Background: an optimization exercise with open tools, aiming at small area, a short achievable clock period and few clock cycles per item. Do not read the settings as production practice. The RTL was checked by simulation tests, not by an equivalence proof against the original design. Power figures rest on the tool's default switching activity, not on a simulated workload.

## step_sequencer_with_key_debounce_top
module step_sequencer_with_key_debounce_top #(
   parameter int CHANNELS = sqd_pkg::DEFAULT_CHANNELS,
   parameter int SETTLE_READS = sqd_pkg::DEFAULT_SETTLE_READS
) (
   input  logic clock,
   input  logic reset,
   input  logic req_valid,
   output logic req_ready,
   input  logic [1:0] req_mode,
   input  logic [sqd_pkg::KEY_W-1:0] req_scan_bits,
   input  logic [sqd_pkg::CH_W-1:0] req_wr_channel,
   input  logic [sqd_pkg::STEP_W-1:0] req_wr_step,
   input  logic [sqd_pkg::NOTE_W-1:0] req_wr_note,
   input  logic req_wr_enabled,
   output logic rsp_valid,
   input  logic rsp_ready,
   output logic rsp_advanced,
   output logic [sqd_pkg::STEP_W-1:0] rsp_step_index,
   output logic [sqd_pkg::CV_W-1:0] rsp_cv_first,
   output logic [sqd_pkg::CV_W-1:0] rsp_cv_second,
   output logic rsp_gate_first,
   output logic rsp_gate_second,
   output logic rsp_gate_drum,
   output logic [sqd_pkg::STEPS-1:0] rsp_led_mask,
   output logic [sqd_pkg::KEY_W-1:0] rsp_keys_down,
   input  logic csr_valid,
   output logic csr_ready,
   input  logic [1:0] csr_index,
   input  logic [sqd_pkg::CSR_DATA_W-1:0] csr_data
);
clock: 10.0 ns
lec_check: 0
cap_margin: 20
core_margin: 2
core_utilization: 65
slew_margin: 20
tns_end_percent: 100
standard.sh (not shown) runs the stock make flow with config.mk's settings and CLKGATE_MAP_FILE= SYNTH_SCRIPT=/design/flow/synth_recipe.tcl, a recipe that flattens the netlist after the stock synthesis.
==> flow/flow/run.sh <==
#!/bin/bash
# Standard layout with three changes to how it is made:
#  - timing repair aims past the clock period: repair_timing works until every path has
#    6.6 ns of setup slack at the 10 ns clock;
#  - every port still gets its own buffer, but the smallest one (buf_1);
#  - clock tree sinks are clustered up to 25 per leaf buffer, with no dummy loads.
set -euo pipefail
export SETUP_SLACK_MARGIN=6.6
export BUFFER_PORTS_ARGS="-buffer_cell sky130_fd_sc_hd__buf_1"
export CTS_ARGS="-sink_clustering_enable -repair_clock_nets -sink_clustering_size 25 -sink_clustering_max_diameter 60 -dont_use_dummy_load"
bash standard.sh > standard.log 2>&1
Testbench counts at the start, summed over its fixed seeds: cycles 19,296, items 19,200.
Change:
--- a/flow/flow/run.sh
+++ b/flow/flow/run.sh
@@ -6 +6,2 @@
-#  - clock tree sinks are clustered up to 25 per leaf buffer, with no dummy loads.
+#  - the clock tree uses clkbuf_8 buffers, clustering up to 14 sinks per leaf buffer,
+#    with no dummy loads.
@@ -10 +11 @@
-export CTS_ARGS="-sink_clustering_enable -repair_clock_nets -sink_clustering_size 25 -sink_clustering_max_diameter 60 -dont_use_dummy_load"
+export CTS_ARGS="-sink_clustering_enable -repair_clock_nets -sink_clustering_size 14 -sink_clustering_max_diameter 60 -dont_use_dummy_load -buf_list sky130_fd_sc_hd__clkbuf_8"
- CORE_UTILIZATION: 65 -> 72
Result:
- wire length decreases slightly
- count of clock-buffer cells in the layout increases by 8
- register-to-register slack loses 240 ps
Change:
- CORE_UTILIZATION: 72 -> 65
Outcome: Clock-buffer cell count is higher by 1; cell count went up by 0.35%; final area barely changes; power barely changes.

---

step_sequencer_with_key_debounce_top again, from the RTL that the note above started with.
clock: 10.0 ns
lec_check: 0
cap_margin: 20
core_margin: 2
core_utilization: 55
slew_margin: 20
tns_end_percent: 100
==> flow/flow/run.sh <==
#!/bin/bash
# Standard layout with three changes to how it is made:
#  - timing repair aims past the clock period: repair_timing works until every path has
#    6.6 ns of setup slack at the 10 ns clock;
#  - every port still gets its own buffer, but the smallest one (buf_1);
#  - the clock tree uses clkbuf_8 buffers, clustering up to 14 sinks per leaf buffer,
#    with no dummy loads.
set -euo pipefail
export SETUP_SLACK_MARGIN=6.6
export BUFFER_PORTS_ARGS="-buffer_cell sky130_fd_sc_hd__buf_1"
export CTS_ARGS="-sink_clustering_enable -repair_clock_nets -sink_clustering_size 14 -sink_clustering_max_diameter 60 -dont_use_dummy_load -buf_list sky130_fd_sc_hd__clkbuf_8"
bash standard.sh > standard.log 2>&1
The starting point completed with no timing, DRC or antenna violations.
Testbench counts at the start, summed over its fixed seeds: cycles 19,296, items 19,200.
Then changed:
==> flow/flow/run.sh (replaced) <==
#!/bin/bash
# Standard layout, with timing repair aiming past the clock period: repair_timing keeps
# working until every path has 7 ns of setup slack at the 10 ns clock.
set -euo pipefail
export SETUP_SLACK_MARGIN=7
bash standard.sh > standard.log 2>&1
Settings changed: CORE_UTILIZATION 55 to 65.
The new run went through all stages and came out clean.
Via count went up by roughly a tenth.
Design area is higher by about a fifth.
Non-clock buffer count increases by 121.
Worst setup slack gets better by 0.011 ns.
Wire length rises by roughly a tenth.
Core utilization grows by 23 points.

## afterwards: timing with drivers on the ports
No port has a modelled driver above. Below, the same layouts with a new extraction and two added sets of constraints. Step 1 sets driving cells, clkbuf_16 on the clock port and buf_2 on the other inputs (assumed; they add their load-dependent delay and slew). Step 2 moves the port delays by t, midway between the first and last clock arrival at a register: inputs arrive t later, outputs are due t later. That takes back most of the time a late clock gives input paths. a / b / c = ideal ports / drivers / drivers and shift; a / b = the first two.
| run | shift t [ns] | slack for setup (ns) | worst setup path at the end | latest minus earliest clock arrival (ns) | pins driven straight from the clock port |
|---|---|---|---|---|---|
| the first run of note 1 | 0.629 | 6.580 / 6.616 / 5.987 | input to register | 0.077 / 0.078 | 1 |
| the second run of note 1 | 0.702 | 6.440 / 6.440 / 5.975 | input to register | 0.070 / 0.070 | 1 |
| the third run of note 1 | 0.698 | 6.643 / 6.622 / 5.973 | input to register | 0.122 / 0.122 | 1 |
| the first run of note 2 | 0.698 | 6.560 / 6.577 / 5.879 | input to register | 0.100 / 0.100 | 1 |
| the second run of note 2 | 0.690 | 6.571 / 6.589 / 5.899 | input to register | 0.030 / 0.030 | 1 |
After both steps setup and hold are still met in every run listed. The setup slack of the first run of note 2, which loses most, moves by +0.017 ns with the drivers and by -0.681 ns with both steps.
